What follows belongs to an exercise in optimizing a design on an open flow for small area; a production flow would make more cautious choices.
Function was checked by simulation only, so behaviour that the tests miss may differ from the original.
Power figures rest on the tool's default switching activity, not on a simulated workload.

`flow/config.mk`:
```
export PLATFORM = sky130hd
export DESIGN_NAME = cfg_top
export DESIGN_NICKNAME = cfg_top
export VERILOG_FILES = /design/flow/design.v
export SDC_FILE = /design/flow/constraint.sdc
export NUM_CORES = 4
export LEC_CHECK = 0
export CAP_MARGIN = 10
export CORE_MARGIN = 2
export CORE_UTILIZATION = 65
export GPL_TIMING_DRIVEN = 0
export SLEW_MARGIN = 10
export SYNTH_HIERARCHICAL = 1
```
`flow/constraint.sdc`:
```
create_clock -name core_clock -period 5.0 [get_ports {clk_pcie}]
set_input_delay 1.0000 -clock core_clock [delete_from_list [all_inputs] [get_ports {clk_pcie}]]
set_output_delay 1.0000 -clock core_clock [all_outputs]
set_load 0.01 [all_outputs]
```
`flow/design.v`:
```
package cfg_pkg;
    typedef logic [63:0] cmd_word_t;     
    typedef logic [31:0] rsp_word_t;     
    typedef logic [15:0] reg_addr_t;     
    typedef logic [15:0] half_t;
    typedef logic [31:0] dword_t;
    typedef logic [9:0]  dwaddr_t;
    typedef logic [3:0]  byte_en_t;
    typedef logic [31:0] period_t;
    localparam int RO_BITS   = 160;
    localparam int RW_BITS   = 160;
    localparam int REG_BYTES = RO_BITS / 8;
    localparam int RO_OFS_MAGIC    = 'h0;
    localparam int RO_OFS_BUSY     = 'h2;
    localparam int RO_OFS_COUNT    = 'h4;
    localparam int RO_OFS_RESULT   = 'h8;
    localparam int RO_OFS_RES_ADDR = 'hc;
    localparam int RO_OFS_PCIE_ID  = 'he;
    localparam int RO_OFS_ZERO     = 'h10;
    localparam int RW_OFS_MAGIC  = 'h0;
    localparam int RW_OFS_CTRL   = 'h2;
    localparam int RW_OFS_COUNT  = 'h4;
    localparam int RW_OFS_DATA   = 'h8;
    localparam int RW_OFS_ADDR   = 'hc;
    localparam int RW_OFS_PERIOD = 'h10;
    localparam half_t RO_MAGIC = 16'h2301;
    localparam half_t RW_MAGIC = 16'h6745;
    localparam dwaddr_t CLEAR_DWADDR = 10'd1;
    localparam dword_t  CLEAR_DATA   = 32'hff000105;
    typedef enum logic [1:0] {
        ARB_IDLE,
        ARB_HOST,
        ARB_TIMER
    } arb_state_t;
endpackage
`timescale 1ns/100ps
module cfg_top #(
    parameter cfg_pkg::period_t CLEAR_PERIOD_RESET = 62500
) (
    input  logic                clk_pcie,
    input  logic                rst,
    input  logic                i_cmd_valid,
    output logic                o_cmd_ready,
    input  cfg_pkg::cmd_word_t  i_cmd_data,
    output logic                o_rsp_valid,
    input  logic                i_rsp_ready,
    output cfg_pkg::rsp_word_t  o_rsp_data,
    input  logic [15:0]         i_pcie_id,
    output logic                o_cfg_mgmt_rd_en,
    output logic                o_cfg_mgmt_wr_en,
    output cfg_pkg::dwaddr_t    o_cfg_mgmt_dwaddr,
    output cfg_pkg::dword_t     o_cfg_mgmt_di,
    output cfg_pkg::byte_en_t   o_cfg_mgmt_byte_en,
    output logic                o_cfg_mgmt_wr_readonly,
    output logic                o_cfg_mgmt_wr_rw1c_as_rw,
    input  cfg_pkg::dword_t     i_cfg_mgmt_do,
    input  logic                i_cfg_mgmt_rd_wr_done
);
    localparam int NB = cfg_pkg::REG_BYTES;      
    localparam logic [159:0] RW_RESET = {CLEAR_PERIOD_RESET,             
                                         16'h0000, 16'hf000,             
                                         32'h0,                          
                                         32'(cfg_pkg::REG_BYTES),        
                                         16'h0018,                       
                                         cfg_pkg::RW_MAGIC};             
    logic [159:0] rw_q;
    logic rd_en_q, wr_en_q, result_valid_q;
    logic busy;
    logic host_req, host_ready, timer_ready;
    logic tmr_req_q;
    logic [1:0] tmr_be_q;        
    logic [31:0] count_q;
    cfg_pkg::dword_t   result_data_q;
    cfg_pkg::dwaddr_t  result_dwaddr_q;
    cfg_pkg::byte_en_t result_be_q;
    logic [15:0] cmd_addr;
    logic [14:0] ofs;
    logic [7:0]  val_lo, val_hi, msk_lo, msk_hi;
    logic        fire, cmd_read, cmd_write;
    assign cmd_addr = i_cmd_data[31:16];
    assign ofs      = cmd_addr[14:0];
    assign val_lo   = i_cmd_data[63:56];
    assign val_hi   = i_cmd_data[55:48];
    assign msk_lo   = i_cmd_data[47:40];
    assign msk_hi   = i_cmd_data[39:32];
    assign busy = rd_en_q | wr_en_q;
    assign o_cmd_ready = ~(o_rsp_valid & ~i_rsp_ready) &
                         ~(rw_q[18] & (rw_q[16] | rw_q[17] | busy));
    assign fire      = i_cmd_valid & o_cmd_ready;
    assign cmd_read  = fire & i_cmd_data[12];
    assign cmd_write = fire & i_cmd_data[13] & cmd_addr[15];
    logic [7:0] d_ev, d_od, nm_ev, nm_od;
    logic [7:0] d0_ev, d1_ev, d0_od, d1_od;     
    logic [9:0] sel_ev, sel_od;                  
    logic [NB-1:0] nbsel;
    logic [159:0] wen, wen_w, wdat;
    always_comb begin
        for (int m = 0; m < NB / 2; m++) begin
            sel_ev[m] = (ofs == 15'(2 * m)) | (m > 0 && ofs == 15'(2 * m - 1));
            sel_od[m] = (ofs == 15'(2 * m)) | (ofs == 15'(2 * m + 1));
        end
    end
    assign d_ev  = ofs[0] ? val_hi : val_lo;
    assign d_od  = ofs[0] ? val_lo : val_hi;
    assign d0_ev = d_ev & {8{~rst}};
    assign d1_ev = d_ev | {8{rst}};
    assign d0_od = d_od & {8{~rst}};
    assign d1_od = d_od | {8{rst}};
    assign nm_ev = ~((ofs[0] ? msk_hi : msk_lo) | {8{rst}});
    assign nm_od = ~((ofs[0] ? msk_lo : msk_hi) | {8{rst}});
    for (genvar b = 0; b < NB; b++) begin : g_wbyte
        if (b % 2 == 0) begin : g_ev
            assign nbsel[b] = ~(rst | (cmd_write & sel_ev[b / 2]));
        end else begin : g_od
            assign nbsel[b] = ~(rst | (cmd_write & sel_od[b / 2]));
        end
        for (genvar k = 0; k < 8; k++) begin : g_wbit
            cfg_nor2 u_en (.a(nbsel[b]), .b((b % 2 == 0) ? nm_ev[k] : nm_od[k]), .y(wen_w[8 * b + k]));
            if (RW_RESET[8 * b + k]) begin : g_r1
                assign wdat[8 * b + k] = (b % 2 == 0) ? d1_ev[k] : d1_od[k];
            end else begin : g_r0
                assign wdat[8 * b + k] = (b % 2 == 0) ? d0_ev[k] : d0_od[k];
            end
        end
    end
    always_comb begin
        wen = wen_w;
        wen[16] = wen_w[16] | (host_ready & rw_q[16]);
        wen[17] = wen_w[17] | (host_ready & ~rw_q[16]);
    end
    always_ff @(posedge clk_pcie) begin
        for (int i = 0; i < 160; i++) begin
            if (wen[i]) rw_q[i] <= wdat[i] & (i != 16 && i != 17 || wen_w[i]);
        end
    end
    logic [7:0]   rd_ev, rd_od, rd_lo, rd_hi;
    logic [9:0] sw_ev, sw_od, so_ev, so_od;
    assign sw_ev = sel_ev & {10{cmd_addr[15]}};
    assign sw_od = sel_od & {10{cmd_addr[15]}};
    assign so_ev = sel_ev & {10{~cmd_addr[15]}};
    assign so_od = sel_od & {10{~cmd_addr[15]}};
    logic g_ev0_0, g_ev0_1, g_ev0_2, g_ev0_3, g_ev0_4;
    cfg_aoi222 u_g_ev0_0 (.a1(sw_ev[0]), .a2(rw_q[0]), .b1(sw_ev[1]), .b2(rw_q[16]), .c1(so_ev[1]), .c2(rd_en_q), .y(g_ev0_0));
    cfg_aoi222 u_g_ev0_1 (.a1(sw_ev[2]), .a2(rw_q[32]), .b1(sw_ev[3]), .b2(rw_q[48]), .c1(sw_ev[4]), .c2(rw_q[64]), .y(g_ev0_1));
    cfg_aoi222 u_g_ev0_2 (.a1(so_ev[4]), .a2(result_data_q[0]), .b1(sw_ev[5]), .b2(rw_q[80]), .c1(so_ev[5]), .c2(result_data_q[16]), .y(g_ev0_2));
    cfg_aoi222 u_g_ev0_3 (.a1(sw_ev[6]), .a2(rw_q[96]), .b1(so_ev[6]), .b2(result_dwaddr_q[0]), .c1(sw_ev[7]), .c2(rw_q[112]), .y(g_ev0_3));
    cfg_aoi222 u_g_ev0_4 (.a1(so_ev[7]), .a2(i_pcie_id[0]), .b1(sw_ev[8]), .b2(rw_q[128]), .c1(sw_ev[9]), .c2(rw_q[144]), .y(g_ev0_4));
    assign rd_ev[0] = ~g_ev0_0 | ~g_ev0_1 | ~g_ev0_2 | ~g_ev0_3 | ~g_ev0_4 | so_ev[0];
    logic g_ev1_0, g_ev1_1, g_ev1_2, g_ev1_3, g_ev1_4;
    cfg_aoi222 u_g_ev1_0 (.a1(sw_ev[0]), .a2(rw_q[1]), .b1(sw_ev[1]), .b2(rw_q[17]), .c1(so_ev[1]), .c2(wr_en_q), .y(g_ev1_0));
    cfg_aoi222 u_g_ev1_1 (.a1(sw_ev[2]), .a2(rw_q[33]), .b1(sw_ev[3]), .b2(rw_q[49]), .c1(sw_ev[4]), .c2(rw_q[65]), .y(g_ev1_1));
    cfg_aoi222 u_g_ev1_2 (.a1(so_ev[4]), .a2(result_data_q[1]), .b1(sw_ev[5]), .b2(rw_q[81]), .c1(so_ev[5]), .c2(result_data_q[17]), .y(g_ev1_2));
    cfg_aoi222 u_g_ev1_3 (.a1(sw_ev[6]), .a2(rw_q[97]), .b1(so_ev[6]), .b2(result_dwaddr_q[1]), .c1(sw_ev[7]), .c2(rw_q[113]), .y(g_ev1_3));
    cfg_aoi222 u_g_ev1_4 (.a1(so_ev[7]), .a2(i_pcie_id[1]), .b1(sw_ev[8]), .b2(rw_q[129]), .c1(sw_ev[9]), .c2(rw_q[145]), .y(g_ev1_4));
    assign rd_ev[1] = ~g_ev1_0 | ~g_ev1_1 | ~g_ev1_2 | ~g_ev1_3 | ~g_ev1_4;
    logic g_ev2_0, g_ev2_1, g_ev2_2, g_ev2_3, g_ev2_4;
    cfg_aoi222 u_g_ev2_0 (.a1(sw_ev[0]), .a2(rw_q[2]), .b1(sw_ev[1]), .b2(rw_q[18]), .c1(sw_ev[2]), .c2(rw_q[34]), .y(g_ev2_0));
    cfg_aoi222 u_g_ev2_1 (.a1(sw_ev[3]), .a2(rw_q[50]), .b1(sw_ev[4]), .b2(rw_q[66]), .c1(so_ev[4]), .c2(result_data_q[2]), .y(g_ev2_1));
    cfg_aoi222 u_g_ev2_2 (.a1(sw_ev[5]), .a2(rw_q[82]), .b1(so_ev[5]), .b2(result_data_q[18]), .c1(sw_ev[6]), .c2(rw_q[98]), .y(g_ev2_2));
    cfg_aoi222 u_g_ev2_3 (.a1(so_ev[6]), .a2(result_dwaddr_q[2]), .b1(sw_ev[7]), .b2(rw_q[114]), .c1(so_ev[7]), .c2(i_pcie_id[2]), .y(g_ev2_3));
    cfg_aoi22 u_g_ev2_4 (.a1(sw_ev[8]), .a2(rw_q[130]), .b1(sw_ev[9]), .b2(rw_q[146]), .y(g_ev2_4));
    assign rd_ev[2] = ~g_ev2_0 | ~g_ev2_1 | ~g_ev2_2 | ~g_ev2_3 | ~g_ev2_4 | so_ev[2];
    logic g_ev3_0, g_ev3_1, g_ev3_2, g_ev3_3, g_ev3_4;
    cfg_aoi222 u_g_ev3_0 (.a1(sw_ev[0]), .a2(rw_q[3]), .b1(sw_ev[1]), .b2(rw_q[19]), .c1(sw_ev[2]), .c2(rw_q[35]), .y(g_ev3_0));
    cfg_aoi222 u_g_ev3_1 (.a1(sw_ev[3]), .a2(rw_q[51]), .b1(sw_ev[4]), .b2(rw_q[67]), .c1(so_ev[4]), .c2(result_data_q[3]), .y(g_ev3_1));
    cfg_aoi222 u_g_ev3_2 (.a1(sw_ev[5]), .a2(rw_q[83]), .b1(so_ev[5]), .b2(result_data_q[19]), .c1(sw_ev[6]), .c2(rw_q[99]), .y(g_ev3_2));
    cfg_aoi222 u_g_ev3_3 (.a1(so_ev[6]), .a2(result_dwaddr_q[3]), .b1(sw_ev[7]), .b2(rw_q[115]), .c1(so_ev[7]), .c2(i_pcie_id[3]), .y(g_ev3_3));
    cfg_aoi22 u_g_ev3_4 (.a1(sw_ev[8]), .a2(rw_q[131]), .b1(sw_ev[9]), .b2(rw_q[147]), .y(g_ev3_4));
    assign rd_ev[3] = ~g_ev3_0 | ~g_ev3_1 | ~g_ev3_2 | ~g_ev3_3 | ~g_ev3_4;
    logic g_ev4_0, g_ev4_1, g_ev4_2, g_ev4_3, g_ev4_4;
    cfg_aoi222 u_g_ev4_0 (.a1(sw_ev[0]), .a2(rw_q[4]), .b1(sw_ev[1]), .b2(rw_q[20]), .c1(sw_ev[2]), .c2(rw_q[36]), .y(g_ev4_0));
    cfg_aoi222 u_g_ev4_1 (.a1(sw_ev[3]), .a2(rw_q[52]), .b1(sw_ev[4]), .b2(rw_q[68]), .c1(so_ev[4]), .c2(result_data_q[4]), .y(g_ev4_1));
    cfg_aoi222 u_g_ev4_2 (.a1(sw_ev[5]), .a2(rw_q[84]), .b1(so_ev[5]), .b2(result_data_q[20]), .c1(sw_ev[6]), .c2(rw_q[100]), .y(g_ev4_2));
    cfg_aoi222 u_g_ev4_3 (.a1(so_ev[6]), .a2(result_dwaddr_q[4]), .b1(sw_ev[7]), .b2(rw_q[116]), .c1(so_ev[7]), .c2(i_pcie_id[4]), .y(g_ev4_3));
    cfg_aoi22 u_g_ev4_4 (.a1(sw_ev[8]), .a2(rw_q[132]), .b1(sw_ev[9]), .b2(rw_q[148]), .y(g_ev4_4));
    assign rd_ev[4] = ~g_ev4_0 | ~g_ev4_1 | ~g_ev4_2 | ~g_ev4_3 | ~g_ev4_4 | so_ev[2];
    logic g_ev5_0, g_ev5_1, g_ev5_2, g_ev5_3, g_ev5_4;
    cfg_aoi222 u_g_ev5_0 (.a1(sw_ev[0]), .a2(rw_q[5]), .b1(sw_ev[1]), .b2(rw_q[21]), .c1(sw_ev[2]), .c2(rw_q[37]), .y(g_ev5_0));
    cfg_aoi222 u_g_ev5_1 (.a1(sw_ev[3]), .a2(rw_q[53]), .b1(sw_ev[4]), .b2(rw_q[69]), .c1(so_ev[4]), .c2(result_data_q[5]), .y(g_ev5_1));
    cfg_aoi222 u_g_ev5_2 (.a1(sw_ev[5]), .a2(rw_q[85]), .b1(so_ev[5]), .b2(result_data_q[21]), .c1(sw_ev[6]), .c2(rw_q[101]), .y(g_ev5_2));
    cfg_aoi222 u_g_ev5_3 (.a1(so_ev[6]), .a2(result_dwaddr_q[5]), .b1(sw_ev[7]), .b2(rw_q[117]), .c1(so_ev[7]), .c2(i_pcie_id[5]), .y(g_ev5_3));
    cfg_aoi22 u_g_ev5_4 (.a1(sw_ev[8]), .a2(rw_q[133]), .b1(sw_ev[9]), .b2(rw_q[149]), .y(g_ev5_4));
    assign rd_ev[5] = ~g_ev5_0 | ~g_ev5_1 | ~g_ev5_2 | ~g_ev5_3 | ~g_ev5_4;
    logic g_ev6_0, g_ev6_1, g_ev6_2, g_ev6_3, g_ev6_4;
    cfg_aoi222 u_g_ev6_0 (.a1(sw_ev[0]), .a2(rw_q[6]), .b1(sw_ev[1]), .b2(rw_q[22]), .c1(sw_ev[2]), .c2(rw_q[38]), .y(g_ev6_0));
    cfg_aoi222 u_g_ev6_1 (.a1(sw_ev[3]), .a2(rw_q[54]), .b1(sw_ev[4]), .b2(rw_q[70]), .c1(so_ev[4]), .c2(result_data_q[6]), .y(g_ev6_1));
    cfg_aoi222 u_g_ev6_2 (.a1(sw_ev[5]), .a2(rw_q[86]), .b1(so_ev[5]), .b2(result_data_q[22]), .c1(sw_ev[6]), .c2(rw_q[102]), .y(g_ev6_2));
    cfg_aoi222 u_g_ev6_3 (.a1(so_ev[6]), .a2(result_dwaddr_q[6]), .b1(sw_ev[7]), .b2(rw_q[118]), .c1(so_ev[7]), .c2(i_pcie_id[6]), .y(g_ev6_3));
    cfg_aoi22 u_g_ev6_4 (.a1(sw_ev[8]), .a2(rw_q[134]), .b1(sw_ev[9]), .b2(rw_q[150]), .y(g_ev6_4));
    assign rd_ev[6] = ~g_ev6_0 | ~g_ev6_1 | ~g_ev6_2 | ~g_ev6_3 | ~g_ev6_4;
    logic g_ev7_0, g_ev7_1, g_ev7_2, g_ev7_3, g_ev7_4;
    cfg_aoi222 u_g_ev7_0 (.a1(sw_ev[0]), .a2(rw_q[7]), .b1(sw_ev[1]), .b2(rw_q[23]), .c1(sw_ev[2]), .c2(rw_q[39]), .y(g_ev7_0));
    cfg_aoi222 u_g_ev7_1 (.a1(sw_ev[3]), .a2(rw_q[55]), .b1(sw_ev[4]), .b2(rw_q[71]), .c1(so_ev[4]), .c2(result_data_q[7]), .y(g_ev7_1));
    cfg_aoi222 u_g_ev7_2 (.a1(sw_ev[5]), .a2(rw_q[87]), .b1(so_ev[5]), .b2(result_data_q[23]), .c1(sw_ev[6]), .c2(rw_q[103]), .y(g_ev7_2));
    cfg_aoi222 u_g_ev7_3 (.a1(so_ev[6]), .a2(result_dwaddr_q[7]), .b1(sw_ev[7]), .b2(rw_q[119]), .c1(so_ev[7]), .c2(i_pcie_id[7]), .y(g_ev7_3));
    cfg_aoi22 u_g_ev7_4 (.a1(sw_ev[8]), .a2(rw_q[135]), .b1(sw_ev[9]), .b2(rw_q[151]), .y(g_ev7_4));
    assign rd_ev[7] = ~g_ev7_0 | ~g_ev7_1 | ~g_ev7_2 | ~g_ev7_3 | ~g_ev7_4;
    logic g_od0_0, g_od0_1, g_od0_2, g_od0_3, g_od0_4;
    cfg_aoi222 u_g_od0_0 (.a1(sw_od[0]), .a2(rw_q[8]), .b1(sw_od[1]), .b2(rw_q[24]), .c1(sw_od[2]), .c2(rw_q[40]), .y(g_od0_0));
    cfg_aoi222 u_g_od0_1 (.a1(sw_od[3]), .a2(rw_q[56]), .b1(sw_od[4]), .b2(rw_q[72]), .c1(so_od[4]), .c2(result_data_q[8]), .y(g_od0_1));
    cfg_aoi222 u_g_od0_2 (.a1(sw_od[5]), .a2(rw_q[88]), .b1(so_od[5]), .b2(result_data_q[24]), .c1(sw_od[6]), .c2(rw_q[104]), .y(g_od0_2));
    cfg_aoi222 u_g_od0_3 (.a1(so_od[6]), .a2(result_dwaddr_q[8]), .b1(sw_od[7]), .b2(rw_q[120]), .c1(so_od[7]), .c2(i_pcie_id[8]), .y(g_od0_3));
    cfg_aoi22 u_g_od0_4 (.a1(sw_od[8]), .a2(rw_q[136]), .b1(sw_od[9]), .b2(rw_q[152]), .y(g_od0_4));
    assign rd_od[0] = ~g_od0_0 | ~g_od0_1 | ~g_od0_2 | ~g_od0_3 | ~g_od0_4 | so_od[0];
    logic g_od1_0, g_od1_1, g_od1_2, g_od1_3, g_od1_4;
    cfg_aoi222 u_g_od1_0 (.a1(sw_od[0]), .a2(rw_q[9]), .b1(sw_od[1]), .b2(rw_q[25]), .c1(sw_od[2]), .c2(rw_q[41]), .y(g_od1_0));
    cfg_aoi222 u_g_od1_1 (.a1(sw_od[3]), .a2(rw_q[57]), .b1(sw_od[4]), .b2(rw_q[73]), .c1(so_od[4]), .c2(result_data_q[9]), .y(g_od1_1));
    cfg_aoi222 u_g_od1_2 (.a1(sw_od[5]), .a2(rw_q[89]), .b1(so_od[5]), .b2(result_data_q[25]), .c1(sw_od[6]), .c2(rw_q[105]), .y(g_od1_2));
    cfg_aoi222 u_g_od1_3 (.a1(so_od[6]), .a2(result_dwaddr_q[9]), .b1(sw_od[7]), .b2(rw_q[121]), .c1(so_od[7]), .c2(i_pcie_id[9]), .y(g_od1_3));
    cfg_aoi22 u_g_od1_4 (.a1(sw_od[8]), .a2(rw_q[137]), .b1(sw_od[9]), .b2(rw_q[153]), .y(g_od1_4));
    assign rd_od[1] = ~g_od1_0 | ~g_od1_1 | ~g_od1_2 | ~g_od1_3 | ~g_od1_4 | so_od[0];
    logic g_od2_0, g_od2_1, g_od2_2, g_od2_3, g_od2_4;
    cfg_aoi222 u_g_od2_0 (.a1(sw_od[0]), .a2(rw_q[10]), .b1(sw_od[1]), .b2(rw_q[26]), .c1(sw_od[2]), .c2(rw_q[42]), .y(g_od2_0));
    cfg_aoi222 u_g_od2_1 (.a1(sw_od[3]), .a2(rw_q[58]), .b1(sw_od[4]), .b2(rw_q[74]), .c1(so_od[4]), .c2(result_data_q[10]), .y(g_od2_1));
    cfg_aoi222 u_g_od2_2 (.a1(sw_od[5]), .a2(rw_q[90]), .b1(so_od[5]), .b2(result_data_q[26]), .c1(sw_od[6]), .c2(rw_q[106]), .y(g_od2_2));
    cfg_aoi22 u_g_od2_3 (.a1(sw_od[7]), .a2(rw_q[122]), .b1(so_od[7]), .b2(i_pcie_id[10]), .y(g_od2_3));
    cfg_aoi22 u_g_od2_4 (.a1(sw_od[8]), .a2(rw_q[138]), .b1(sw_od[9]), .b2(rw_q[154]), .y(g_od2_4));
    assign rd_od[2] = ~g_od2_0 | ~g_od2_1 | ~g_od2_2 | ~g_od2_3 | ~g_od2_4;
    logic g_od3_0, g_od3_1, g_od3_2, g_od3_3, g_od3_4;
    cfg_aoi222 u_g_od3_0 (.a1(sw_od[0]), .a2(rw_q[11]), .b1(sw_od[1]), .b2(rw_q[27]), .c1(sw_od[2]), .c2(rw_q[43]), .y(g_od3_0));
    cfg_aoi222 u_g_od3_1 (.a1(sw_od[3]), .a2(rw_q[59]), .b1(sw_od[4]), .b2(rw_q[75]), .c1(so_od[4]), .c2(result_data_q[11]), .y(g_od3_1));
    cfg_aoi222 u_g_od3_2 (.a1(sw_od[5]), .a2(rw_q[91]), .b1(so_od[5]), .b2(result_data_q[27]), .c1(sw_od[6]), .c2(rw_q[107]), .y(g_od3_2));
    cfg_aoi222 u_g_od3_3 (.a1(so_od[6]), .a2(result_valid_q), .b1(sw_od[7]), .b2(rw_q[123]), .c1(so_od[7]), .c2(i_pcie_id[11]), .y(g_od3_3));
    cfg_aoi22 u_g_od3_4 (.a1(sw_od[8]), .a2(rw_q[139]), .b1(sw_od[9]), .b2(rw_q[155]), .y(g_od3_4));
    assign rd_od[3] = ~g_od3_0 | ~g_od3_1 | ~g_od3_2 | ~g_od3_3 | ~g_od3_4;
    logic g_od4_0, g_od4_1, g_od4_2, g_od4_3, g_od4_4;
    cfg_aoi222 u_g_od4_0 (.a1(sw_od[0]), .a2(rw_q[12]), .b1(sw_od[1]), .b2(rw_q[28]), .c1(sw_od[2]), .c2(rw_q[44]), .y(g_od4_0));
    cfg_aoi222 u_g_od4_1 (.a1(sw_od[3]), .a2(rw_q[60]), .b1(sw_od[4]), .b2(rw_q[76]), .c1(so_od[4]), .c2(result_data_q[12]), .y(g_od4_1));
    cfg_aoi222 u_g_od4_2 (.a1(sw_od[5]), .a2(rw_q[92]), .b1(so_od[5]), .b2(result_data_q[28]), .c1(sw_od[6]), .c2(rw_q[108]), .y(g_od4_2));
    cfg_aoi222 u_g_od4_3 (.a1(so_od[6]), .a2(result_be_q[0]), .b1(sw_od[7]), .b2(rw_q[124]), .c1(so_od[7]), .c2(i_pcie_id[12]), .y(g_od4_3));
    cfg_aoi22 u_g_od4_4 (.a1(sw_od[8]), .a2(rw_q[140]), .b1(sw_od[9]), .b2(rw_q[156]), .y(g_od4_4));
    assign rd_od[4] = ~g_od4_0 | ~g_od4_1 | ~g_od4_2 | ~g_od4_3 | ~g_od4_4;
    logic g_od5_0, g_od5_1, g_od5_2, g_od5_3, g_od5_4;
    cfg_aoi222 u_g_od5_0 (.a1(sw_od[0]), .a2(rw_q[13]), .b1(sw_od[1]), .b2(rw_q[29]), .c1(sw_od[2]), .c2(rw_q[45]), .y(g_od5_0));
    cfg_aoi222 u_g_od5_1 (.a1(sw_od[3]), .a2(rw_q[61]), .b1(sw_od[4]), .b2(rw_q[77]), .c1(so_od[4]), .c2(result_data_q[13]), .y(g_od5_1));
    cfg_aoi222 u_g_od5_2 (.a1(sw_od[5]), .a2(rw_q[93]), .b1(so_od[5]), .b2(result_data_q[29]), .c1(sw_od[6]), .c2(rw_q[109]), .y(g_od5_2));
    cfg_aoi222 u_g_od5_3 (.a1(so_od[6]), .a2(result_be_q[1]), .b1(sw_od[7]), .b2(rw_q[125]), .c1(so_od[7]), .c2(i_pcie_id[13]), .y(g_od5_3));
    cfg_aoi22 u_g_od5_4 (.a1(sw_od[8]), .a2(rw_q[141]), .b1(sw_od[9]), .b2(rw_q[157]), .y(g_od5_4));
    assign rd_od[5] = ~g_od5_0 | ~g_od5_1 | ~g_od5_2 | ~g_od5_3 | ~g_od5_4 | so_od[0];
    logic g_od6_0, g_od6_1, g_od6_2, g_od6_3, g_od6_4;
    cfg_aoi222 u_g_od6_0 (.a1(sw_od[0]), .a2(rw_q[14]), .b1(sw_od[1]), .b2(rw_q[30]), .c1(sw_od[2]), .c2(rw_q[46]), .y(g_od6_0));
    cfg_aoi222 u_g_od6_1 (.a1(sw_od[3]), .a2(rw_q[62]), .b1(sw_od[4]), .b2(rw_q[78]), .c1(so_od[4]), .c2(result_data_q[14]), .y(g_od6_1));
    cfg_aoi222 u_g_od6_2 (.a1(sw_od[5]), .a2(rw_q[94]), .b1(so_od[5]), .b2(result_data_q[30]), .c1(sw_od[6]), .c2(rw_q[110]), .y(g_od6_2));
    cfg_aoi222 u_g_od6_3 (.a1(so_od[6]), .a2(result_be_q[2]), .b1(sw_od[7]), .b2(rw_q[126]), .c1(so_od[7]), .c2(i_pcie_id[14]), .y(g_od6_3));
    cfg_aoi22 u_g_od6_4 (.a1(sw_od[8]), .a2(rw_q[142]), .b1(sw_od[9]), .b2(rw_q[158]), .y(g_od6_4));
    assign rd_od[6] = ~g_od6_0 | ~g_od6_1 | ~g_od6_2 | ~g_od6_3 | ~g_od6_4;
    logic g_od7_0, g_od7_1, g_od7_2, g_od7_3, g_od7_4;
    cfg_aoi222 u_g_od7_0 (.a1(sw_od[0]), .a2(rw_q[15]), .b1(sw_od[1]), .b2(rw_q[31]), .c1(sw_od[2]), .c2(rw_q[47]), .y(g_od7_0));
    cfg_aoi222 u_g_od7_1 (.a1(sw_od[3]), .a2(rw_q[63]), .b1(sw_od[4]), .b2(rw_q[79]), .c1(so_od[4]), .c2(result_data_q[15]), .y(g_od7_1));
    cfg_aoi222 u_g_od7_2 (.a1(sw_od[5]), .a2(rw_q[95]), .b1(so_od[5]), .b2(result_data_q[31]), .c1(sw_od[6]), .c2(rw_q[111]), .y(g_od7_2));
    cfg_aoi222 u_g_od7_3 (.a1(so_od[6]), .a2(result_be_q[3]), .b1(sw_od[7]), .b2(rw_q[127]), .c1(so_od[7]), .c2(i_pcie_id[15]), .y(g_od7_3));
    cfg_aoi22 u_g_od7_4 (.a1(sw_od[8]), .a2(rw_q[143]), .b1(sw_od[9]), .b2(rw_q[159]), .y(g_od7_4));
    assign rd_od[7] = ~g_od7_0 | ~g_od7_1 | ~g_od7_2 | ~g_od7_3 | ~g_od7_4;
    assign rd_lo = ofs[0] ? rd_od : rd_ev;
    assign rd_hi = ofs[0] ? rd_ev : rd_od;
    always_ff @(posedge clk_pcie) begin
        if (rst) begin
            o_rsp_valid <= 1'b0;
        end else if (cmd_read) begin
            o_rsp_valid <= 1'b1;
        end else if (i_rsp_ready) begin
            o_rsp_valid <= 1'b0;
        end
    end
    always_ff @(posedge clk_pcie) begin
        if (cmd_read) begin
            o_rsp_data <= {cmd_addr, rd_lo, rd_hi};
        end
    end
    assign host_req    = rw_q[16] | rw_q[17];
    assign host_ready  = ~busy & host_req;                    
    assign timer_ready = ~busy & ~host_req & tmr_req_q;
    assign o_cfg_mgmt_rd_en = rd_en_q & ~i_cfg_mgmt_rd_wr_done;
    assign o_cfg_mgmt_wr_en = wr_en_q & ~i_cfg_mgmt_rd_wr_done;
    always_ff @(posedge clk_pcie) begin
        if (rst) begin
            rd_en_q        <= 1'b0;
            wr_en_q        <= 1'b0;
            result_valid_q <= 1'b0;
        end else if (busy) begin
            if (i_cfg_mgmt_rd_wr_done) begin
                rd_en_q        <= 1'b0;
                wr_en_q        <= 1'b0;
                result_valid_q <= 1'b1;
            end
        end else if (host_ready | timer_ready) begin
            rd_en_q        <= host_ready & rw_q[16];
            wr_en_q        <= ~(host_ready & rw_q[16]);
            result_valid_q <= 1'b0;
        end
    end
    always_ff @(posedge clk_pcie) begin
        if (host_ready) begin
            o_cfg_mgmt_dwaddr        <= rw_q[96 +: 10];
            o_cfg_mgmt_di            <= rw_q[64 +: 32];
            o_cfg_mgmt_byte_en       <= rw_q[108 +: 4];
            o_cfg_mgmt_wr_readonly   <= rw_q[106];
            o_cfg_mgmt_wr_rw1c_as_rw <= rw_q[107];
        end else if (timer_ready) begin
            o_cfg_mgmt_dwaddr        <= cfg_pkg::CLEAR_DWADDR;
            o_cfg_mgmt_di            <= cfg_pkg::CLEAR_DATA;
            o_cfg_mgmt_byte_en       <= {tmr_be_q[1], 1'b0, tmr_be_q[0], tmr_be_q[0]};
            o_cfg_mgmt_wr_readonly   <= 1'b0;
            o_cfg_mgmt_wr_rw1c_as_rw <= 1'b0;
        end
        if (busy && i_cfg_mgmt_rd_wr_done) begin
            result_data_q   <= i_cfg_mgmt_do;
            result_dwaddr_q <= o_cfg_mgmt_dwaddr;
            result_be_q     <= o_cfg_mgmt_byte_en;
        end
    end
    logic tmr_on, advance, expired;
    assign tmr_on  = rw_q[19] | rw_q[20];
    assign advance = tmr_on & ~fire & ~busy & ~tmr_req_q;
    logic        cnt_clr, cnt_inc, cnt_hold;
    logic [31:0] cnt_p1;         
    logic [32:1] cnt_c;          
    logic [31:0] cnt_d;
    assign cnt_clr  = rst | ~tmr_on | tmr_req_q;
    assign cnt_inc  = advance & ~cnt_clr;
    assign cnt_hold = ~advance & ~cnt_clr;
    assign cnt_p1[0] = ~count_q[0];
    assign cnt_c[1]  = count_q[0];
    assign cnt_c[16] = &count_q[15:0];
    for (genvar i = 1; i < 32; i++) begin : g_inc
        if (i == 15) begin : g_lo_top
            assign cnt_p1[i] = count_q[i] ^ cnt_c[i];
        end else begin : g_ha
            cfg_ha u_ha (.a(count_q[i]), .b(cnt_c[i]), .s(cnt_p1[i]), .co(cnt_c[i + 1]));
        end
    end
    for (genvar i = 0; i < 32; i++) begin : g_cnt
        cfg_ao22 u_d (.a1(cnt_inc), .a2(cnt_p1[i]), .b1(cnt_hold), .b2(count_q[i]), .y(cnt_d[i]));
    end
    always_ff @(posedge clk_pcie) begin
        count_q <= cnt_d;
    end
    logic [31:0] per_n;
    logic [16:1] cmp_lo;         
    logic [32:17] cmp_hi;        
    logic [31:16] cmp_eq;
    assign per_n = ~rw_q[128 +: 32];
    assign cmp_lo[1]  = count_q[0] & per_n[0];
    assign cmp_hi[17] = count_q[16] & per_n[16];
    for (genvar i = 1; i < 16; i++) begin : g_cmp
        cfg_maj3 u_lo (.a(count_q[i]), .b(per_n[i]), .c(cmp_lo[i]), .y(cmp_lo[i + 1]));
        cfg_maj3 u_hi (.a(count_q[16 + i]), .b(per_n[16 + i]), .c(cmp_hi[16 + i]), .y(cmp_hi[17 + i]));
    end
    assign cmp_eq  = ~(count_q[31:16] ^ rw_q[144 +: 16]);
    assign expired = cmp_hi[32] | (&cmp_eq & cmp_lo[16]);
    always_ff @(posedge clk_pcie) begin
        if (rst) begin
            tmr_req_q <= 1'b0;
        end else if (advance && expired) begin
            tmr_req_q <= 1'b1;
        end else if (timer_ready) begin
            tmr_req_q <= 1'b0;
        end
    end
    always_ff @(posedge clk_pcie) begin
        if (advance && expired) begin
            tmr_be_q <= {rw_q[19], rw_q[20]};
        end
    end
endmodule
module cfg_aoi222 (
    input  logic a1, a2, b1, b2, c1, c2,
    output logic y
);
    assign y = ~((a1 & a2) | (b1 & b2) | (c1 & c2));
endmodule
module cfg_aoi22 (
    input  logic a1, a2, b1, b2,
    output logic y
);
    assign y = ~((a1 & a2) | (b1 & b2));
endmodule
module cfg_nand2 (
    input  logic a, b,
    output logic y
);
    assign y = ~(a & b);
endmodule
module cfg_ha (
    input  logic a, b,
    output logic s, co
);
    assign {co, s} = a + b;
endmodule
module cfg_ao22 (
    input  logic a1, a2, b1, b2,
    output logic y
);
    assign y = (a1 & a2) | (b1 & b2);
endmodule
module cfg_maj3 (
    input  logic a, b, c,
    output logic y
);
    assign y = (a & b) | (a & c) | (b & c);
endmodule
module cfg_nor2 (
    input  logic a, b,
    output logic y
);
    assign y = ~(a | b);
endmodule
```
`flow/flow/run.sh`:
```
#!/bin/bash
# Standard layout, with the smallest buffer on every input and output port and a clock
# tree of few large leaf buffers without dummy loads.
set -euo pipefail
export BUFFER_PORTS_ARGS="-buffer_cell sky130_fd_sc_hd__buf_1"
export CTS_ARGS="-sink_clustering_enable -repair_clock_nets -dont_use_dummy_load -sink_clustering_size 30 -sink_clustering_max_diameter 80 -buf_list sky130_fd_sc_hd__clkbuf_16"
bash standard.sh > standard_flow.log 2>&1
```
`flow/standard.sh`:
```
#!/bin/bash
# synth_recipe.tcl (not shown) runs the flow's synth.tcl, then flattens the netlist and writes it again
# the make line also repeats each setting of config.mk as NAME=value (left out here)
make -C /OpenROAD-flow-scripts/flow DESIGN_CONFIG=/design/flow/config.mk WORK_HOME=/design/flow/orfs CLKGATE_MAP_FILE= SYNTH_SCRIPT=/design/flow/synth_recipe.tcl "${@:-finish}"
```
==> impl_results.md, run 1 <==
* Root buf cell: clkbuf_16
* Logic pwr share at 0.131
* Total number of vias at ~11k
* Yosys top cell area share at 0.606
* Cells after synthesis at 1071
* Worst-path clk slew at ~0.12 ns
* Netlist Area Pre-Place at roughly 0.014 mm²
* IO buf count at approximately 190
* Power Total at between 5 and 6 mW
* Worst EP required at 5.28 ns
* Largest net degree at the start of global routing at 33
* GRT Total Usage at 0.346
* CP Max Fanout at 2
* Tcrit/Tclk final at 1.16
* Post-route ant nets at 0
* Cell Pwr Density at 341 mW/mm²
* Final min period at 5.82 ns
* Setup ws final at -0.822 ns
* Sequential share of power at 0.627
* Vias per inst at 6.71
* Syn avg cell area at approximately 13 µm²
* Highest routed layer: met4
* Die Y at 152 µm
* Mapped Nets at between 1k and 1.5k
* Row count at 54
* Ports at about 200
* Layout fillers at ~1.5k
* Initial Util at 0.657
* Post-synth EDFFs at 288
* Global placer's final weighted congestion at 0.964
* Clock power frac at 0.242
* Asr flop ratio synth at 0
* MaxCap Viol Count at 0
* Clk Latency, worst-skew pair at between 0.5 and 0.6 ns
* Leakage power at just under 6 nW
* Dpl cell area at roughly 0.016 mm²
* Slew Limit Fails at 0
* Post-synth top flop: edfxtp_1
* Actual transition at the worst max-transition pin at 1.11 ns
* Max Freq at 0.172 GHz
* Avg WL per Cell at 25.8 µm
* DP Wirelength at 29.9 mm
* Synth unique cells at between 40 and 50
* Hold WC Path Type: reg2reg
* Setup Crit Path Kind: reg2reg
* Initial drt markers at 1826
* Top cells by area, synth: edfxtp_1, nor2_1, dfxtp_1, a222oi_1, ha_1
* Peak VDD IR at between 0.3 and 0.4 mV
* Outcome: finished with violations
* Relative max-transition margin at 0.255
* # clock sinks at 325
* Hold_buf cts at 0
* WHS Path Cells at 0
* CP startpoint kind: flip-flop
* Met1 WL at around 16 mm
* Final core occ at 0.736
* Setup violators final at 3
* Met2 wire len at roughly 18 mm
* Layout cells sized above 1 at 0.0946
* Fin Clk Skew at between 0.07 and 0.08 ns
* Layout check failures: setup timing
* RSZ-0062 raised after global routing: yes
* Initial antenna violation count at 0
* Register area at roughly 0.0094 mm²
* Ant diodes at 0
* Drt drc at 0
* Met3 wire length at 5.76 mm
* Worst Path Arrival at slightly above 6 ns
* Gr ovfl total at 0
* Worst setup EP type: flip-flop
* Number of buffers created by CTS at 15
* Switching Fraction at 0.259
* Seq/Total Area, Yosys at 0.658
* Multi-input logic area at 0.00475 mm²
* DRT Pass-1 Iters at 6
* Int Pwr at about 4.0 mW
* Worst hold slack at between 0.4 and 0.5 ns
* R2R depth at 21
* Area Growth Syn to Fin at 12.0%
* Hold Vio Cnt, Final at 0
* FF+latch count, synth at around 330
* Clk buf depth at 3
* Fin area at 0.0160 mm²
* H-Tree Level Count at 1
* First-pass GRT wire length at ~61 mm
* Vias in the first global route at around 10k
* Die area at about 0.023 mm²
* Yosys top cell by area: edfxtp_1
* Chip Width at 152 µm
* Final layout net count at 1439
* CTS tree: yes
* Yosys warns at 7
* Routed wire length at approximately 41 mm
* Core ar. at roughly 0.022 mm²
* P_sw at between 1 and 1.5 mW
## cell usage after synthesis, types with 9 or more instances
master,count
nand4_1,9
edfxtp_1,288
ha_1,31
nand2b_1,30
a211oi_1,16
maj3_2,30
nor2b_1,12
nand2_1,24
a21oi_1,27
mux2i_1,26
inv_1,37
nor2_1,219
a222oi_1,65
a22o_1,32
and2_1,49
xor2_1,17
clkbuf_1,23
and3_1,9
nand3_1,17
a22oi_2,15
dfxtp_1,37
## cells by family after synthesis
| group | Yosys count | synth area share |
|---|---|---|
| buffers and inverters | 65 | 0.0175 |
| XOR/XNOR | 17 | 0.0104 |
| AND/OR/NAND/NOR | 402 | 0.138 |
| adder cells (fa/ha/maj) | 61 | 0.0509 |
| AO/OA/AOI/OAI | 175 | 0.107 |
| flip-flops | 325 | 0.658 |
| multiplexers | 26 | 0.0183 |
## Yosys stat by module (local to each module, per instance)
module      cell area [µm²]  flip-flops and latches  times used
cfg_maj3               11.3                       0          30
cfg_top               11800                     325           1
cfg_ha                 12.5                       0          30
cfg_ao22               8.76                       0          32
cfg_aoi22              12.5                       0          15
cfg_aoi222             10.0                       0          65
cfg_nor2               3.75                       0         160
## flip-flops by register name (all words and copies together), names as in the netlist, 2 cells and up
register	flops
o_cfg_mgmt_dwaddr	10
o_rsp_data	32
tmr_be_q	2
result_be_q	4
o_cfg_mgmt_di	32
count_q	32
result_data_q	32
result_dwaddr_q	10
rw_q	160
o_cfg_mgmt_byte_en	4
## per-stage QoR
stage	instances	TNS [ns]	setup slack, ns
finish	1569	-2.46	-0.822
global route	1569	-2.88	-0.964
CTS	1568	-2.35	-0.787
detailed placement	1550	-2.25	-0.779
global placement	1536	-34.08	-1.01
floorplan	1071	-1.19	-0.397
## path summary, 6_finish.rpt
path | startpoint | endpoint | slack [ns]
setup / recovery | count_q[0] | tmr_be_q[0] | -0.82
hold / removal | o_cfg_mgmt_dwaddr[6] | result_dwaddr_q[6] | 0.45
setup reg to reg | count_q[0] | tmr_be_q[0] | -0.82
hold reg to reg | o_cfg_mgmt_dwaddr[6] | result_dwaddr_q[6] | 0.45
## cells in the final DEF, fill, tap and decap left out, drive strengths merged, types with 3 or more instances in the layout
cell and instances:
dfxtp 37, buf 207, and2 49, nor2b 12, nand2b 30, a22oi 15
clkbuf 38, nor4 10, nand3 17, o21ai 3, a31oi 4, ha 31
a22o 32, nand2 24, nor2 219, a211oi 16, and4 4, nand4 9
a32oi 3, edfxtp 288, and3b 3, a222oi 65, maj3 30, nor3 9
xor2 17, inv 38, and3 9, a21oi 27, mux2i 26
## repair_timing
item	CTS	global route
hold endpoints to repair	0	0
setup endpoints to repair	3	3
buffers inserted	3	1
pin swaps	3	1
gates resized for setup	2	3
## worst max-delay path, cell delays in order (launching register included)
cell,delay [ns]
dfxtp_4,0.36
inv_2,0.06
nor2_1,0.04
maj3_2,0.30
maj3_2,0.31
maj3_2,0.31
maj3_2,0.30
maj3_2,0.31
maj3_2,0.31
maj3_2,0.36
maj3_2,0.32
maj3_2,0.31
maj3_2,0.31
maj3_2,0.31
maj3_2,0.31
maj3_2,0.31
maj3_2,0.31
maj3_2,0.34
nand2_2,0.08
nor4_2,0.04
nand4_1,0.22
a21oi_2,0.11
## area by class of cell
type | count | share of cell area
clock buffers | 15 | 0.0235
multi-input cells | 681 | 0.297
repair buffers | 203 | 0.0535
well taps | 280 | 0.0219
flip-flops and latches | 325 | 0.588
inverters | 38 | 0.00893
plain buffers | 27 | 0.00666
## power by group through the flow
stage                     combinational [mW]  sequential (mW)  clock [mW]
after floorplan                        0.323             3.48           0
final                                  0.711             3.42        1.32
after global routing                   0.761             3.44        1.40
after detailed placement               0.688             3.47           0
after global placement                 0.637             3.48           0
after CTS                              0.697             3.41        1.33
## routing by layer
metal | vias to the layer above | global-route usage
li1 | 4533 | -
met1 | 5076 | 0.520
met2 | 842 | 0.528
met3 | 73 | 0.0724
met4 | 0 | 0.0814
met5 | - | 0
==> run 2: changes to the inputs <==
==> flow/flow/run.sh (replaced) <==
#!/bin/bash
# Standard layout, with the smallest buffer on every input and output port and a clock
# tree of few large leaf buffers without dummy loads.
set -euo pipefail
export BUFFER_PORTS_ARGS="-buffer_cell sky130_fd_sc_hd__buf_1"
export CTS_ARGS="-sink_clustering_enable -repair_clock_nets -dont_use_dummy_load -sink_clustering_size 20 -sink_clustering_max_diameter 100 -buf_list sky130_fd_sc_hd__clkbuf_16"
bash standard.sh > standard_flow.log 2>&1
--- a/flow/config.mk
+++ b/flow/config.mk
@@ -7,7 +7,7 @@
 export LEC_CHECK = 0
 export CAP_MARGIN = 10
 export CORE_MARGIN = 2
-export CORE_UTILIZATION = 65
+export CORE_UTILIZATION = 50
 export GPL_TIMING_DRIVEN = 0
 export SLEW_MARGIN = 10
 export SYNTH_HIERARCHICAL = 1
==> run 2 against run 1 <==
The layout still fails its checks (setup timing); sequential share of layout area down 1.2 points; sequential power is essentially flat; combinational power up 3%; hold slack improved by 0.0034 ns; die area is 29% higher; utilization decreased by 15 points; critical path depth unchanged; clock power rose by 17%; count of clock-buffer cells in the layout increased by 5; power grew 4.6%.
==> impl_results.md, run 2 <==
* Final layout net count at 1447 (was 1439)
* Dpl cell area at 0.0157 mm² (was 0.0155 mm²)
* Worst Path Arrival at 6.22 ns (was 6.11 ns)
* Avg WL per Cell at 25.7 µm (was 25.8 µm)
* Ports at 201 (unchanged)
* Netlist Area Pre-Place at 0.0143 mm² (unchanged)
* Layout cells sized above 1 at 0.0995 (was 0.0946)
* Seq/Total Area, Yosys at 0.658 (unchanged)
* Reg2reg setup slack at -0.84 ns (was -0.82 ns)
* Area Growth Syn to Fin at 14.2% (was 12.0%)
* Max Freq at 0.171 GHz (was 0.172 GHz)
* MaxCap Viol Count at 0 (unchanged)
* WP buf/inv at 1 (unchanged)
* Yosys warns at 7 (unchanged)
* Yosys top cell area share at 0.606 (unchanged)
* Row count at 61 (was 54)
* FF-to-FF Start: rw_q[128] (was count_q[0])
* Worst path slowest cell: edfxtp_1 (was dfxtp_4)
* Worst setup path end: tmr_req_q (was tmr_be_q[0])
* Hold Vio Cnt, Final at 0 (unchanged)
* Post-route ant nets at 0 (unchanged)
* Vias in the first global route at 9926 (was 9921)
* Relative max-transition margin at 0.165 (was 0.255)
* Biggest register: rw_q (unchanged)
* Global placer's final weighted congestion at 0.931 (was 0.964)
* Slew Limit Fails at 0 (unchanged)
* CP Depth at 21 (unchanged)
* H-Tree Level Count at 1 (unchanged)
* Clk Latency, worst-skew pair at 0.53 ns (about the same)
* DP Wirelength at 31.9 mm (was 29.9 mm)
* Most frequent cells in the layout: edfxtp_1, nor2_1, buf_1, a222oi_1, and2_1 (unchanged)
* Most frequent CP cell: maj3_2 (unchanged)
* Mapped Nets at 1219 (unchanged)
* RSZ-0062 raised after global routing: yes (unchanged)
* R2R depth at 21 (unchanged)
* Most common cell after layout, fill and taps aside: edfxtp_1 (unchanged)
* Hold WC Path Type: reg2reg (unchanged)
* Commonest cells post-synth: edfxtp_1, nor2_1, a222oi_1 (unchanged)
* Setup Crit Path Kind: reg2reg (unchanged)
* CTS tree: yes (unchanged)
* Initial Util at 0.510 (was 0.657)
* Clk buf depth at 3 (unchanged)
* Synth unique cells at 48 (unchanged)
* Post-synth top flop: edfxtp_1 (unchanged)
* Drt drc at 0 (unchanged)
* Peak VDD IR at 0.276 mV (was 0.328 mV)
* Yosys top cell by area: edfxtp_1 (unchanged)
* Worst setup EP type: flip-flop (unchanged)
* Number of buffers created by CTS at 20 (was 15)
* Die area at 0.0299 mm² (was 0.0231 mm²)
* Worst hold slack at 0.456 ns (was 0.452 ns)
* Initial drt markers at 1634 (was 1826)
* Vias per inst at 6.13 (was 6.71)
* Asr flop ratio synth at 0 (unchanged)
* Cell with the most instances after synthesis: edfxtp_1 (unchanged)
* Chip Width at 173 µm (was 152 µm)
* Worst Setup SP: rw_q[128] (was count_q[0])
* Fin Clk Skew at 0.0475 ns (was 0.0717 ns)
* Power Total at 5.70 mW (was 5.45 mW)
* Initial antenna violation count at 2 (was 0)
* First-pass GRT wire length at 63.2 mm (was 60.6 mm)
* Syn avg cell area at 13.3 µm² (unchanged)
* GRT Total Usage at 0.285 (was 0.346)
* CP Max Fanout at 2 (unchanged)
* Gr ovfl total at 0 (unchanged)
* Cells after synthesis at 1071 (unchanged)
* Outcome: finished with violations (unchanged)
* Hold_buf cts at 0 (unchanged)
* IO buf count at 185 (unchanged)
* Largest net degree at the start of global routing at 33 (unchanged)
* Total number of vias at 10.3k (was 10.5k)
* DRT Pass-1 Iters at 9 (was 6)
* Worst-path clk slew at 0.09 ns (was 0.12 ns)
* Post-synth EDFFs at 288 (unchanged)
* Leakage power at 5.86 nW (was 5.76 nW)
* Core ar. at 0.0279 mm² (was 0.0217 mm²)
* Root buf cell: clkbuf_16 (unchanged)
* CP startpoint kind: flip-flop (unchanged)
* Top cells by area, synth: edfxtp_1, nor2_1, dfxtp_1, a222oi_1, ha_1 (unchanged)
* Layout check failures: setup timing (unchanged)
* Critical Path Max Stage Delay at 0.41 ns (was 0.36 ns)
* Max FFs per register at 160 (unchanged)
* Die Y at 173 µm (was 152 µm)
* Actual transition at the worst max-transition pin at 1.24 ns (was 1.11 ns)
* Final core occ at 0.583 (was 0.736)
* Cell Pwr Density at 350 mW/mm² (was 341 mW/mm²)
* Final min period at 5.84 ns (was 5.82 ns)
* # clock sinks at 325 (unchanged)
* Worst EP required at 5.38 ns (was 5.28 ns)
* Routed wire length at 43.1 mm (was 40.5 mm)
* Critical path's top delay family: adder cells (unchanged)
* Setup violators final at 3 (unchanged)
* Tcrit/Tclk final at 1.17 (was 1.16)
* Layout fillers at 2372 (was 1547)
* Worst r2r dst: tmr_req_q (was tmr_be_q[0])
* FF+latch count, synth at 325 (unchanged)
* Setup ws final at -0.841 ns (was -0.822 ns)
* Worst path cell trace: nor2_1 -> maj3_2 -> maj3_2 -> maj3_2 -> maj3_2 -> maj3_2 -> maj3_2 -> maj3_2 -> maj3_2 -> maj3_2 -> maj3_2 -> maj3_2 -> maj3_2 -> maj3_2 -> maj3_2 -> maj3_2 -> nand2_2 -> nor4_2 -> nand4_1 -> buf_4 -> a221oi_2 (was inv_2 -> nor2_1 -> maj3_2 -> maj3_2 -> maj3_2 -> maj3_2 -> maj3_2 -> maj3_2 -> maj3_2 -> maj3_2 -> maj3_2 -> maj3_2 -> maj3_2 -> maj3_2 -> maj3_2 -> maj3_2 -> maj3_2 -> nand2_2 -> nor4_2 -> nand4_1 -> a21oi_2)
* Worst slack at placement at -0.803 ns (was -0.779 ns)
* Fin area at 0.0163 mm² (was 0.0160 mm²)
* Worst hold path startpoint: o_cfg_mgmt_dwaddr[8] (was o_cfg_mgmt_dwaddr[6])
==> run 2: cell counts after synthesis <==
No cell type changed its count.
==> run 2: cells by family after synthesis <==
logic type | after synthesis | synth area share
fa+ha+maj | 61 | 0.0509
simple gates | 402 | 0.138
flops | 325 | 0.658
xor+xnor | 17 | 0.0104
mux | 26 | 0.0183
compound gates | 175 | 0.107
buf+inv | 65 | 0.0175
==> run 2: how the worst min path moves through the flow <==
stage                               endpoint  slack [ns]  cells after the start
final                     result_dwaddr_q[8]        0.46                      0
after global placement    result_dwaddr_q[9]        0.43                      0
after global routing      result_dwaddr_q[8]        0.47                      0
after detailed placement  result_dwaddr_q[8]        0.44                      0
after floorplan               result_valid_q        0.45                      2
after CTS                 result_dwaddr_q[8]        0.46                      0
==> run 2: power by group <==
part	leakage, nW	switching [mW]	internal (mW)
combinational	2.63	0.513	0.217
sequential	2.98	0.126	3.29
clock	0.246	0.839	0.712
==> run 2: repair_timing <==
item / CTS / global route
pin swaps: 1 / 0
setup endpoints to repair: 3 / 3
resized for setup: 1 / 2
buffers inserted: 1 / 0
gates cloned: 0 / 0
==> run 2: per-stage QoR <==
step                setup TNS [ns]  std cells
finish                       -2.52       1677
global route                 -2.86       1677
CTS                          -2.46       1675
detailed placement           -2.32       1654
global placement            -49.69       1634
floorplan                    -1.19       1071
==> run 2: cell type report <==
| type | instances | area, µm² | area share |
|---|---|---|---|
| diodes | 2 | 5.00 | 0.000307 |
| plain buffers | 27 | 106 | 0.00653 |
| clock buffers | 20 | 500 | 0.0307 |
| inverters | 38 | 143 | 0.00876 |
| multi-input cells | 681 | 4750 | 0.291 |
| flip-flops and latches | 325 | 9390 | 0.577 |
| well taps | 378 | 473 | 0.0290 |
| repair buffers | 206 | 918 | 0.0564 |
==> run 2: per-module statistics from Yosys, one instance, submodules excluded <==
module | copies in the design | flops+latches
cfg_ao22 | 32 | 0
cfg_aoi22 | 15 | 0
cfg_maj3 | 30 | 0
cfg_ha | 30 | 0
cfg_top | 1 | 325
cfg_nor2 | 160 | 0
cfg_aoi222 | 65 | 0
==> run 2: metal layers <==
metal,GRT usage,vias to the layer above,share of wire
met5,0,-,0
met2,0.428,634,0.44
met3,0.0618,57,0.12
met1,0.426,5050,0.42
li1,-,4547,-
met4,0.0671,0,0.022

## what the ideal ports hide
How much do the figures lean on ideal ports? The routed layouts below were timed once more, with nothing changed but the port constraints.
Step 1 (the two cells are an assumption about what drives the block):
set clk [get_ports {clk_pcie}]
set_driving_cell -lib_cell sky130_fd_sc_hd__clkbuf_16 $clk
set_driving_cell -lib_cell sky130_fd_sc_hd__buf_2 [delete_from_list [all_inputs] $clk]
Step 2 also shifts input and output timing later by t, the mid clock arrival at the registers, as if the neighbouring blocks saw the same clock.
a / b / c = no drivers / after step 1 / after step 2; a / b = the first two.
run | shift t [ns] | setup WS [ns] | worst register clock-pin slew, ns | cell pins on the clock port's net
run 1 | 0.537 | -0.822 / -0.822 / -0.822 | 0.12 / 0.12 | 1
run 2 | 0.550 | -0.841 / -0.841 / -0.841 | 0.09 / 0.09 | 1
